Background: an optimization exercise with open tools, aiming at small area. Do not read the settings as production practice.
In this exercise RTL edits were held to simulation tests only and were not proved equivalent to the original.
Power figures rest on the tool's default switching activity, not on a simulated workload.

==> flow/design.v <==
module fast_ring_thresholder #(
  parameter int PIXEL_WIDTH = 8,
  parameter int RING_SIZE   = 16,
  parameter int ARC_LEN     = 9,
  parameter int DIFF_WIDTH  = PIXEL_WIDTH + 2
) (
  input  logic                              clk,
  input  logic                              rst,
  input  logic                              ce,
  input  logic                              in_valid,
  input  logic [RING_SIZE*PIXEL_WIDTH-1:0]  ring,
  input  logic [PIXEL_WIDTH-1:0]            center,
  input  logic [PIXEL_WIDTH-1:0]            thresh,
  output logic                              out_valid,
  output logic [RING_SIZE*DIFF_WIDTH-1:0]   bright_score,
  output logic [RING_SIZE*DIFF_WIDTH-1:0]   dark_score,
  output logic [RING_SIZE-1:0]              bright_mask,
  output logic [RING_SIZE-1:0]              dark_mask,
  output logic                              bright_corner,
  output logic                              dark_corner,
  output logic                              is_corner
);
  localparam int PW = PIXEL_WIDTH;
  localparam int RW = RING_SIZE * PIXEL_WIDTH;
  logic [RW-1:0]        ring_s1, ring_s2, ring_s3;
  logic [PW-1:0]        center_s1, center_s2;
  logic [PW-1:0]        thresh_s1, thresh_s2;
  logic                 valid_s1, valid_s2, valid_s3, valid_s4;
  logic                 live_s1, live_s2;
  logic [RING_SIZE-1:0] side_s3;
  logic [PW-1:0]        n_hi_s3, n_lo_s3;
  logic                 no_hi_s3, no_lo_s3;
  logic [RW-1:0]        sum_s4;
  logic [RING_SIZE-1:0] bge_s4, n_kge_s4;
  logic [PW:0] hi_sum, lo_dif;
  always_comb begin
    hi_sum = {1'b0, center_s2} + {1'b0, thresh_s2};
    lo_dif = {1'b0, center_s2} - {1'b0, thresh_s2};
  end
  function automatic logic below(input logic [PW-1:0] x, input logic [PW-1:0] y);
    logic c;
    c = 1'b1;
    for (int j = 0; j < PW; j++) begin
      c = (x[j] & ~y[j]) | (x[j] & c) | (~y[j] & c);
    end
    below = ~c;
  endfunction
  function automatic logic [PW:0] padd(input logic [PW-1:0] x, input logic [PW-1:0] y,
                                       input logic cin);
    logic [PW:0]   c;
    logic [PW-1:0] s;
    c[0] = cin;
    for (int j = 0; j < PW; j++) begin
      s[j]   = x[j] ^ y[j] ^ c[j];
      c[j+1] = (x[j] & y[j]) | (x[j] & c[j]) | (y[j] & c[j]);
    end
    padd = {c[PW], s};
  endfunction
  logic [RING_SIZE-1:0] side_d;
  always_comb begin
    for (int i = 0; i < RING_SIZE; i++) begin
      side_d[i] = below(ring_s2[i*PW +: PW], center_s2);
    end
  end
  logic [RW-1:0]        sum_d;
  logic [RING_SIZE-1:0] bge_d, n_kge_d;
  always_comb begin
    for (int i = 0; i < RING_SIZE; i++) begin
      logic [PW:0] r;
      r = padd(ring_s3[i*PW +: PW], side_s3[i] ? n_lo_s3 : n_hi_s3, ~side_s3[i]);
      sum_d[i*PW +: PW] = r[PW-1:0];
      bge_d[i] = ~side_s3[i] & r[PW] & ~no_hi_s3;
      n_kge_d[i] = ~(side_s3[i] & ~r[PW] & ~no_lo_s3);
    end
  end
  always_ff @(posedge clk) begin
    if (ce) begin
      ring_s1   <= ring;
      ring_s2   <= ring_s1;
      ring_s3   <= ring_s2;
      center_s1 <= center;
      center_s2 <= center_s1;
      thresh_s1 <= thresh;
      thresh_s2 <= thresh_s1;
      side_s3   <= side_d;
      n_hi_s3   <= ~hi_sum[PW-1:0];
      n_lo_s3   <= ~lo_dif[PW-1:0];
      sum_s4    <= sum_d;
    end
  end
  always_ff @(posedge clk or posedge rst) begin
    if (rst) begin
      valid_s1 <= 1'b0;
      valid_s2 <= 1'b0;
      valid_s3 <= 1'b0;
      valid_s4 <= 1'b0;
      live_s1  <= 1'b0;
      live_s2  <= 1'b0;
      no_hi_s3 <= 1'b1;
      no_lo_s3 <= 1'b1;
      bge_s4   <= '0;
      n_kge_s4 <= '1;
    end else if (ce) begin
      valid_s1 <= in_valid;
      valid_s2 <= valid_s1;
      valid_s3 <= valid_s2;
      valid_s4 <= valid_s3;
      live_s1  <= 1'b1;
      live_s2  <= live_s1;
      no_hi_s3 <= hi_sum[PW] | ~live_s2;
      no_lo_s3 <= lo_dif[PW] | ~live_s2;
      bge_s4   <= bge_d;
      n_kge_s4 <= n_kge_d;
    end
  end
  function automatic logic arc_hit(input logic [RING_SIZE-1:0] m);
    logic [2*RING_SIZE-1:0] dbl;
    logic                   hit;
    dbl = {m, m};
    hit = 1'b0;
    for (int s = 0; s < RING_SIZE; s++) begin
      if (&dbl[s +: ARC_LEN]) hit = 1'b1;
    end
    arc_hit = hit;
  endfunction
  always_comb begin
    for (int i = 0; i < RING_SIZE; i++) begin
      logic [PW-1:0] r;
      r = sum_s4[i*PW +: PW];
      bright_mask[i] = bge_s4[i] & (|r);
      dark_mask[i]   = ~(n_kge_s4[i] | (&r));
      bright_score[i*DIFF_WIDTH +: DIFF_WIDTH] = {2'b00, r & {PW{bge_s4[i]}}};
      dark_score[i*DIFF_WIDTH +: DIFF_WIDTH]   = {2'b00, ~(r | {PW{n_kge_s4[i]}})};
    end
    out_valid     = valid_s4;
    bright_corner = arc_hit(bright_mask);
    dark_corner   = arc_hit(dark_mask);
    is_corner     = bright_corner | dark_corner;
  end
endmodule
==> flow/flow/run.sh <==
#!/bin/bash
# The standard layout (standard.sh, unchanged synthesis), with three changes:
#  - the port buffers are made from the smallest buffer cell;
#  - clock tree synthesis clusters more sinks per leaf buffer and inserts no dummy loads;
#  - the constant-0 outputs share one tie cell instead of one tie cell each.
# Each tool's output goes to the ORFS logs under orfs/logs; make's own output to standard.log.
export BUFFER_PORTS_ARGS="-buffer_cell sky130_fd_sc_hd__buf_1"
export CTS_ARGS="-sink_clustering_enable -repair_clock_nets -dont_use_dummy_load -sink_clustering_size 18 -sink_clustering_max_diameter 60 -buf_list {sky130_fd_sc_hd__clkbuf_8}"
export SKIP_REPAIR_TIE_FANOUT=1
bash standard.sh > standard.log 2>&1
==> flow/standard.sh <==
#!/bin/bash
# synth_recipe.tcl (not shown) runs the flow's synth.tcl, then flattens the netlist and writes it again
# the make line also repeats each setting of config.mk as NAME=value (left out here)
make -C /OpenROAD-flow-scripts/flow DESIGN_CONFIG=/design/flow/config.mk WORK_HOME=/design/flow/orfs CLKGATE_MAP_FILE= SYNTH_SCRIPT=/design/flow/synth_recipe.tcl "${@:-finish}"
==> flow/config.mk <==
export PLATFORM = sky130hd
export DESIGN_NAME = fast_ring_thresholder
export DESIGN_NICKNAME = fast_ring_thresholder
export VERILOG_FILES = /design/flow/design.v
export SDC_FILE = /design/flow/constraint.sdc
export NUM_CORES = 4
export LEC_CHECK = 0
export CAP_MARGIN = 20
export CORE_MARGIN = 2
export CORE_UTILIZATION = 70
export SETUP_SLACK_MARGIN = 0.15
export SLEW_MARGIN = 20
==> flow/constraint.sdc <==
create_clock -name core_clock -period 4.0 [get_ports {clk}]
set_input_delay 0.8000 -clock core_clock [delete_from_list [all_inputs] [get_ports {clk}]]
set_output_delay 0.8000 -clock core_clock [all_outputs]
set_load 0.01 [all_outputs]
==> flow_summary.toml, run 1 <==
[logic_synthesis]
synth_edf_count = 575
syn_nets = 2088
ys_types = 58
ys_warn_count = 1
avgSynthCellArea_um2 = 15.5
synthesis.area_um2 = 27800
synthArstFlopShare_pct = 6.50
synth-seq-area-share_pct = 65.7
postSynthRegisterBits = 615
synth_flop_cell = "edfxtp_1"
syn_inst = 1794

[cells_and_area]
fin_util_pct = 79.5
nets = 2532
multi_input_area_um2 = 8830
layout-drive-gt1-share_pct = 21.2
num_antenna_cells = 0
syn_to_final_growth_pct = 12.7
register_area_um2 = 18300
stdcell_count = 2761
fill_cells = 2265

[clock_network]
cts_root_buf = "clkbuf_8"
cts_tree = "done"
clock_path_buffers = 3
postCtsHoldBufs = 0
clk_latency_ns = 0.68
clk_pin_slew_worst_paths_ns = 0.11
htreeDepth = 2
numCtsBuffers = 43
cts_sinks = 615

[worst_setup_path]
rrSetupSlack_ns = 0.11
cp_slowest_cell = "or4_4"
worst_path_largest_cell_delay_ns = 0.57
cp.required_ns = 3.20
cp_num_buf_inv = 1
crit_path_start_kind = "flip-flop"
critPathMaxFanout = 4
critical_path.cell_chain = "or4_4 > o21ai_4 > nor2_1 > nor2_1 > a2111oi_4 > or4_4 > or2_4 > buf_6"
r2r-start = "n_lo_s3[0]"
crit_start = "sum_s4[96]"
crit_type = "flip-flop to output pin"
crit_family = "simple AND/OR/NAND/NOR gates"
setup.worst_path.end_class = "output pin"
cp_data_arrival_time_ns = 3.28
reg2reg_depth = 12
worstReg2RegEnd = "sum_s4[79]"

[floorplan]
die_x_um = 203
die_h_um = 203
num_rows = 73
dieArea_um2 = 41400
core_um2 = 39500
start_util_pct = 70.6
pin_count = 504

[timing]
fmax_mhz = 245
worst_pin_slew_ns = 1.30
hold_viol_final = 0
relSlewSlack_pct = 13.5
period_share_pct = 102
grt_setup_unrepaired = "true"
finClkSkew_ns = 0.0582
min_period_ns = 4.08
setup_violations = 1
fin_ws_ns = -0.0761
timing.hold.ws_ns = 0.159
drv_slew = 0

[routing]
first_pass_iters = 7
routedWlPerCell_um = 25.9
drt_wl_total_mm = 71.6
drc = 0
routed_via_density = 6.12
num_vias = 16900
antenna_left = 0
drt_iter0_markers = 2112

[power]
swShare_pct = 29.9
seqPwrFrac_pct = 60.4
intPower_mw = 10.4
p_leak_nw = 10.9
clockPowerShare_pct = 18.9
power.density_nw_per_um2 = 471
totalPowerFinal_mw = 14.8
ir_worst_vdd_v = 0.000356
power_switching_mw = 4.43
combPwrFrac_pct = 20.8

[run_status]
so_faults = "setup timing"
outcome = "failed layout checks"

[global_route]
track_usage_pct = 34.7
grt_overflow_total = 0
grt_max_degree = 182
antenna_found_initial = 0
grt_first_pass_wirelength_mm = 101
grt_pass1_vias = 16000

[placement]
numPortBuffers = 439
dpl.cell_count = 2674
gp_congestion = 0.938
dp_hpwl_mm = 50.4

[run]
cap_violations = 0

[worst_hold_path]
min_path_type = "input port to async pin"
cell type report:
type	count	share of cell area, %
clock buffers	43	1.89
inverters	124	1.51
multi-input cells	922	28.1
flip-flops and latches	615	58.3
well taps	525	2.09
repair buffers	532	8.11
power by group through the flow:
stage / sequential [mW] / combinational, mW / clock (mW)
detailed placement: 9.07 / 2.79 / 0
finish: 8.93 / 3.07 / 2.79
global route: 8.99 / 3.34 / 3.03
floorplan: 8.59 / 1.81 / 0
CTS: 8.91 / 2.90 / 2.81
global placement: 9.05 / 2.60 / 0
worst register-to-register path, delay by kind of cell, from the launching register on:
family | cells | cell delay [ns]
DFF | 1 | 0.44
adders and majority gates | 8 | 2.85
buffers and inverters | 4 | 0.48
per-layer routing:
layer	GRT usage (%)	share of wire (%)
met5	0	0
met2	55.5	48
met1	45.3	36
met3	8.17	10
met4	17.4	5.8
worst max-delay path by stage:
stage               slack, ns  depth (start not counted)     endpoint
floorplan               -0.01                         10  sum_s4[103]
global placement         0.16                         12   sum_s4[71]
detailed placement       0.09                         12   sum_s4[79]
CTS                     -0.02                          8    is_corner
global route            -0.13                          9    is_corner
finish                  -0.08                          8    is_corner
registers in the layout, indices dropped and copies added, names as in the netlist, 7 cells and up:
name	flops
side_s3	16
ring_s3	128
center_s1	8
n_lo_s3	8
bge_s4	16
thresh_s1	8
n_hi_s3	7
center_s2	8
ring_s1	128
ring_s2	128
thresh_s2	8
sum_s4	128
n_kge_s4	16
placed cells by master (no fill, tap or decap), types with 20 or more instances in the layout:
cell,instances
edfxtp_1,575
buf_1,436
nor2_1,157
and2_1,127
fa_2,112
mux2_2,101
inv_1,97
buf_4,69
maj3_2,44
clkbuf_8,43
maj3_1,36
a21oi_1,34
nand4_1,33
inv_2,23
dfrtp_1,22
nand2b_1,20
metrics by stage:
step / area, um^2 / setup WS [ns] / TNS (ns)
CTS: 31000 / -0.0236 / -0.0236
global placement: 30100 / 0.158 / 0
finish: 31400 / -0.0761 / -0.0761
detailed placement: 30200 / 0.0888 / 0
floorplan: 28100 / -0.0112 / -0.0112
global route: 31400 / -0.135 / -0.144
repair_timing:
action / 4_1_cts / 5_1_grt
resized for setup: 31 / 34
setup endpoints to repair: 12 / 20
gates cloned: 0 / 0
buffers inserted: 20 / 20
pin swaps: 15 / 24
logic make-up after synthesis:
logic type,after synthesis,share of synthesized area (%)
buffers and inverters,257,4.36
XOR/XNOR,12,0.378
adder cells (fa/ha/maj),226,13.1
AND/OR/NAND/NOR,410,7.77
other,1,0.0135
multiplexers,118,4.70
AO/OA/AOI/OAI,155,3.95
flip-flops,615,65.7
Yosys cell counts (33+ instances only):
cell type	instances	area, um^2
edfxtp_1	575	17300
a21oi_1	37	185
nor2_1	157	589
and2_1	127	795
fa_1	130	2600
maj3_2	44	495
maj3_1	36	360
clkbuf_1	62	233
inv_1	119	447
mux2_2	101	1140
buf_4	64	480
nand4_1	33	206
==> inputs of run 2 (changes only) <==
--- a/flow/config.mk
+++ b/flow/config.mk
@@ -8,5 +8,5 @@
 export CAP_MARGIN = 20
 export CORE_MARGIN = 2
 export CORE_UTILIZATION = 70
-export SETUP_SLACK_MARGIN = 0.15
+export SETUP_SLACK_MARGIN = 0.2
 export SLEW_MARGIN = 20
==> run 2 against run 1 <==
Against the previous run:
- still fails the layout checks on setup timing
- total power decreased by 0.44%
- global-route usage is essentially flat
- synthesized area did not move
- critical path type unchanged
- largest cell class unchanged
- largest power group unchanged
==> flow_summary.toml, run 2 <==
[routing]
routed_via_density = 6.13
num_vias = 16900
drc = 0
drt_wl_total_mm = 71.2
first_pass_iters = 8
routedWlPerCell_um = 25.9
antenna_left = 0
drt_iter0_markers = 1994

[logic_synthesis]
synth-seq-area-share_pct = 65.7
synthAdderAreaFrac_pct = 13.1
synth_flop_cell = "edfxtp_1"
synth_top_area_share_pct = 62.0
synthArstFlopShare_pct = 6.50
synthTopCellsByCount = "edfxtp_1 (575), nor2_1 (157), fa_1 (130)"
yosys.area_share.simple_pct = 7.77
yosysTopAreaCell = "edfxtp_1"
syn_nets = 2088
synth_top_family_by_area = "adder cells"
synth-xor-area-share_pct = 0.377
synth_compound_area_share_pct = 3.95
avgSynthCellArea_um2 = 15.5
syn_inst = 1794
synthesis.area_um2 = 27800
ys_types = 58
synth_edf_count = 575
ys_warn_count = 1
post-synth-top-count-cell = "edfxtp_1"
synth_area_leaders = "edfxtp_1 (62%), fa_1 (9.3%), mux2_2 (4.1%)"
postSynthRegisterBits = 615
synthMuxAreaShare_pct = 4.70

[cells_and_area]
register_area_um2 = 18300
nets = 2521
final_cell_mix = "edfxtp_1 (575), buf_1 (436), nor2_1 (157), and2_1 (127), fa_2 (114)"
fin_util_pct = 79.0
fill_cells = 2294
final_area_um2 = 31200
layout-drive-gt1-share_pct = 20.8
mostFrequentLayoutCell = "edfxtp_1"
multi_input_area_um2 = 8770
syn_to_final_growth_pct = 12.0

[timing]
fin_ws_ns = -0.0474
grt_setup_unrepaired = "true"
relSlewSlack_pct = 18.5
period_share_pct = 101
fmax_mhz = 247
setup_violations = 1
min_period_ns = 4.05
hold_viol_final = 0
drv_slew = 0
finClkSkew_ns = 0.0643
worst_pin_slew_ns = 1.22

[worst_setup_path]
crit_family = "compound AO/OA/AOI/OAI gates"
critical_path.cell_chain = "nand4_1 > o21bai_2 > buf_4 > a22oi_1 > o211ai_1 > nand2_1 > a211o_1 > or2_4 > buf_6"
critPathMaxFanout = 4
setup.worst_path.end_class = "output pin"
cp.required_ns = 3.20
cp_data_arrival_time_ns = 3.25
worst_path_largest_cell_delay_ns = 0.56
cp_slowest_cell = "o21bai_2"
cp_num_buf_inv = 2
crit_path_start_kind = "flip-flop"
crit_type = "flip-flop to output pin"

[power]
p_leak_nw = 10.8
ir_worst_vdd_v = 0.000394
power.density_nw_per_um2 = 472

[global_route]
antenna_found_initial = 3
grt_pass1_vias = 16300
track_usage_pct = 34.6
grt_max_degree = 103
grt_first_pass_wirelength_mm = 102
grt_overflow_total = 0

[run_status]
outcome = "failed layout checks"
so_faults = "setup timing"

[placement]
dp_hpwl_mm = 49.8
gp_congestion = 0.947
dpl_cell_area_um2 = 30200
numPortBuffers = 439

[clock_network]
numCtsBuffers = 43
postCtsHoldBufs = 0
clk_latency_ns = 0.66
clk_pin_slew_worst_paths_ns = 0.11
cts_root_buf = "clkbuf_8"
cts_sinks = 615
cts_tree = "done"
htreeDepth = 2
clock_path_buffers = 3

[floorplan]
dieArea_um2 = 41400
core_um2 = 39500
die_x_um = 203
num_rows = 73
start_util_pct = 70.6
die_h_um = 203
pin_count = 504

[worst_hold_path]
min_path_type = "input port to async pin"

[run]
cap_violations = 0
## run 2: cell counts after synthesis
Identical to the previous run, type by type.
## run 2: path summary, 6_finish.rpt
kind / from / endpoint / slack (ns) / depth (start not counted)
worst max-delay path: sum_s4[30] / is_corner / -0.05 / 9
worst max register to register: n_lo_s3[0] / sum_s4[79] / 0.11 / 12
worst min-delay path: rst / bge_s4[5] / 0.15 / 2
max in group asynchronous: rst / n_kge_s4[14] / 2.93 / 3
worst min register to register: center_s1[2] / center_s2[2] / 0.37 / 0
min in group core_clock: ring[67] / ring_s1[67] / 0.31 / 1
## run 2: kinds of logic (layout without fill, tap and decap cells)
logic type | count (synthesis) | in the layout
AND/OR/NAND/NOR | 410 | 410
AO/OA/AOI/OAI | 155 | 155
flip-flops | 615 | 615
multiplexers | 118 | 118
buffers and inverters | 257 | 688
other | 1 | 3
adder cells (fa/ha/maj) | 226 | 226
XOR/XNOR | 12 | 12
## run 2: layer usage
| layer | track usage [%] | up-vias | routed length (um) |
|---|---|---|---|
| met5 | 0 | - | 13 |
| met4 | 17.8 | 2 | 4200 |
| met3 | 6.38 | 211 | 6370 |
| met2 | 57.5 | 1015 | 35100 |
| met1 | 44.4 | 8400 | 25400 |
| li1 | - | 7230 | - |
## run 2: final cells by class
cell class,count,area share [%]
Timing Repair Buffer,521,7.72
Sequential cell,615,58.6
Inverter,124,1.49
Multi-Input combinational cell,922,28.1
Clock buffer,43,1.90
Tap cell,525,2.11
Antenna cell,2,0.0160
## run 2: metrics by stage
stage	power (mW)	hold WS, ns	instances	worst slack, ns	TNS (ns)
3_3_place_gp	11.7	0.402	2676	0.111	0
5_1_grt	15.3	0.152	2750	-0.102	-0.102
6_report	14.7	0.150	2752	-0.0474	-0.0474
3_5_place_dp	11.9	0.405	2676	0.0446	0
2_1_floorplan	10.4	0.400	1794	0.0182	0
4_1_cts	14.6	0.109	2741	-0.0300	-0.0300
## run 2: report_power, final
part           internal [mW]  switching, mW
combinational           1.29           1.75
sequential              8.07          0.822
clock                  0.968           1.83
## run 2: timing repair
item,in CTS,in global routing
cloned,0,0
buffers inserted,22,8
resized for setup,25,25
pin swaps,9,9
endpoints found under the setup margin,24,20
## run 2: worst reg2reg max path, delay by kind of cell (launching register included)
family | cells | cell delay (ns)
adders and majority gates | 8 | 2.91
buffers and inverters | 4 | 0.41
DFF | 1 | 0.45
==> inputs of run 3 (changes only) <==
==> flow/flow/run.sh (replaced) <==
#!/bin/bash
# The standard layout (standard.sh, unchanged synthesis), with three changes:
#  - the port buffers are made from the smallest buffer cell;
#  - clock tree synthesis clusters more sinks per leaf buffer and inserts no dummy loads;
#  - the constant-0 outputs share one tie cell instead of one tie cell each.
# Each tool's output goes to the ORFS logs under orfs/logs; make's own output to standard.log.
export BUFFER_PORTS_ARGS="-buffer_cell sky130_fd_sc_hd__buf_1"
export CTS_ARGS="-sink_clustering_enable -repair_clock_nets -dont_use_dummy_load -sink_clustering_size 10 -sink_clustering_max_diameter 40 -buf_list {sky130_fd_sc_hd__clkbuf_4 sky130_fd_sc_hd__clkbuf_8}"
export SKIP_REPAIR_TIE_FANOUT=1
bash standard.sh > standard.log 2>&1
--- a/flow/config.mk
+++ b/flow/config.mk
@@ -8,5 +8,5 @@
 export CAP_MARGIN = 20
 export CORE_MARGIN = 2
 export CORE_UTILIZATION = 70
-export SETUP_SLACK_MARGIN = 0.2
+export SETUP_SLACK_MARGIN = 0.15
 export SLEW_MARGIN = 20
==> run 3 against run 2 <==
Against the previous run:
- global-route usage is 0.43 points higher
- routed wire length is 1.5% higher
- the layout still fails its checks (setup timing)
- clock power is 37% higher
- clock skew is 0.019 ns lower
- final area is 2.1% higher
- total power is 7.5% higher
- hold slack better by 0.063 ns
- largest power group unchanged
- maximum frequency is 0.65% higher
- synthesized cell count stayed put
- via count is 1.3% higher
- critical endpoint unchanged
==> flow_summary.toml, run 3 <==
[run_status]
outcome = "failed layout checks"
so_faults = "setup timing"

[logic_synthesis]
ys_warn_count = 1
synth-seq-area-share_pct = 65.7
avgSynthCellArea_um2 = 15.5
synth_flop_cell = "edfxtp_1"
synthArstFlopShare_pct = 6.50
post-synth-top-count-cell = "edfxtp_1"
synthTopCellsByCount = "edfxtp_1 (575), nor2_1 (157), fa_1 (130)"
ys_types = 58
synth_edf_count = 575
postSynthRegisterBits = 615
synth_area_leaders = "edfxtp_1 (62%), fa_1 (9.3%), mux2_2 (4.1%)"
syn_nets = 2088
yosysTopAreaCell = "edfxtp_1"
synth_top_area_share_pct = 62.0
synthesis.area_um2 = 27800
syn_inst = 1794

[timing]
setup_violations = 1
worst_pin_slew_ns = 1.26
fmax_mhz = 249
hold_viol_final = 0
drv_slew = 0
min_period_ns = 4.02
finClkSkew_ns = 0.0452
setup_tns_ns = -0.0212
grt_setup_unrepaired = "true"
fin_ws_ns = -0.0212
period_share_pct = 101
relSlewSlack_pct = 16.1

[clock_network]
cts_root_buf = "clkbuf_8"
htreeDepth = 3
numCtsBuffers = 82
postCtsHoldBufs = 0
clk_pin_slew_worst_paths_ns = 0.07
clock_path_buffers = 3
cts_sinks = 615
clk_latency_ns = 0.64
cts_tree = "done"

[routing]
drc = 0
drt_wl_total_mm = 72.2
routedWlPerCell_um = 25.8
num_vias = 17100
routed_via_density = 6.10
drt_iter0_markers = 2161
antenna_left = 0
first_pass_iters = 6

[worst_setup_path]
crit_type = "flip-flop to output pin"
critPathMaxFanout = 4
cp.required_ns = 3.20
r2r-start = "n_lo_s3[0]"
setup.worst_path.end_class = "output pin"
cp_data_arrival_time_ns = 3.22
crit_start = "sum_s4[96]"
crit_path_start_kind = "flip-flop"

[cells_and_area]
layout-drive-gt1-share_pct = 22.3
mostFrequentLayoutCell = "edfxtp_1"
final_area_um2 = 31800
nets = 2569
fill_cells = 2198
syn_to_final_growth_pct = 14.4
fin_util_pct = 80.7
final_cell_mix = "edfxtp_1 (575), buf_1 (436), nor2_1 (157), and2_1 (127), fa_2 (112)"
stdcell_count = 2799

[floorplan]
die_x_um = 203
core_um2 = 39500
dieArea_um2 = 41400
die_h_um = 203
pin_count = 504
start_util_pct = 70.6
num_rows = 73

[global_route]
grt_first_pass_wirelength_mm = 102
grt_max_degree = 182
track_usage_pct = 35.1
grt_pass1_vias = 16300
grt_overflow_total = 0
antenna_found_initial = 2

[placement]
dpl.cell_count = 2674
gp_congestion = 0.938
dpl_cell_area_um2 = 30200
numPortBuffers = 439
dp_hpwl_mm = 50.4

[worst_hold_path]
min_path_type = "input port to async pin"

[power]
p_leak_nw = 11.1
totalPowerFinal_mw = 15.8
ir_worst_vdd_v = 0.000368
power.density_nw_per_um2 = 497

[run]
cap_violations = 0
run 3: cell counts after synthesis:
No cell type changed its count.
run 3: final cells by class:
type / count / area, um^2 / share of cell area [%]
Sequential cell: 615 / 18300 / 57.4
Multi-Input combinational cell: 922 / 8780 / 27.6
Inverter: 124 / 468 / 1.47
Clock buffer: 82 / 1130 / 3.54
Antenna cell: 1 / 2.50 / 0.00786
Timing Repair Buffer: 530 / 2520 / 7.91
Tap cell: 525 / 657 / 2.06
run 3: path summary, 6_finish.rpt:
check,endpoint,slack [ns],cells past startpoint
worst max-delay path,is_corner,-0.02,8
worst min-delay path,bge_s4[5],0.21,2
worst max register to register,sum_s4[79],0.14,12
worst min register to register,ring_s2[113],0.40,0
max in group asynchronous,n_kge_s4[14],2.85,3
min in group core_clock,ring_s1[0],0.32,1
run 3: routing by layer:
metal	up-vias	GRT usage, %	share of wire, %
met5	-	0	0.033
met4	4	17.3	4.9
met3	213	8.50	11
met2	1115	56.4	49
met1	8423	45.5	36
li1	7327	-	-
run 3: timing repair:
item / 4_1_cts / 5_1_grt
resized for setup: 28 / 27
setup buffers: 24 / 14
setup endpoints to repair: 11 / 15
pin swaps: 8 / 13
run 3: where the power goes:
| group | total (mW) | internal [mW] | switching [mW] |
|---|---|---|---|
| registers | 8.93 | 8.09 | 0.849 |
| logic | 3.06 | 1.31 | 1.74 |
| clock network | 3.83 | 1.81 | 2.02 |
run 3: cells by family after synthesis:
family                   after synthesis  share of synthesized area (%)
flip-flops                           615                           65.7
AO/OA/AOI/OAI                        155                           3.95
buffers and inverters                257                           4.36
XOR/XNOR                              12                          0.378
multiplexers                         118                           4.70
AND/OR/NAND/NOR                      410                           7.77
adder cells (fa/ha/maj)              226                           13.1
other                                  1                         0.0135
run 3: stage by stage:
step,worst slack (ns),hold WS (ns)
after floorplan,-0.0112,0.400
after global placement,0.158,0.401
after detailed placement,0.0888,0.405
after CTS,0.0432,0.178
after global routing,-0.105,0.202
final,-0.0212,0.212
run 3: worst max-delay path, cell delays in order (launching register included):
cell and delay, ns:
edfxtp_1 0.45, or4_4 0.57, o21ai_4 0.29, nand2_1 0.12, o2111ai_2 0.12, a2111oi_2 0.09, or4_4 0.55, or2_4 0.27
buf_6 0.14

## afterwards: timing with drivers on the ports
The flow's constraints put no driver on any port. The routed layouts listed below were extracted and timed again, unchanged, in two steps. Step 1, drivers: a clkbuf_16 drives clk and a buf_2 each remaining input, both assumed. Step 2 times the ports against the registers' clock, not the clock port: input delays grow and output delays shrink by t, the midpoint of the rising clock arrivals with the driver on. Slacks: no drivers / after step 1 / after step 2; pairs: no drivers / after step 1.
run	t, ns	setup WS [ns]	cell pins on the clock port's net
run 1	0.694	-0.076 / -0.127 / 0.111	1
run 2	0.683	-0.047 / -0.103 / 0.112	1
run 3	0.670	-0.021 / -0.073 / 0.135	1
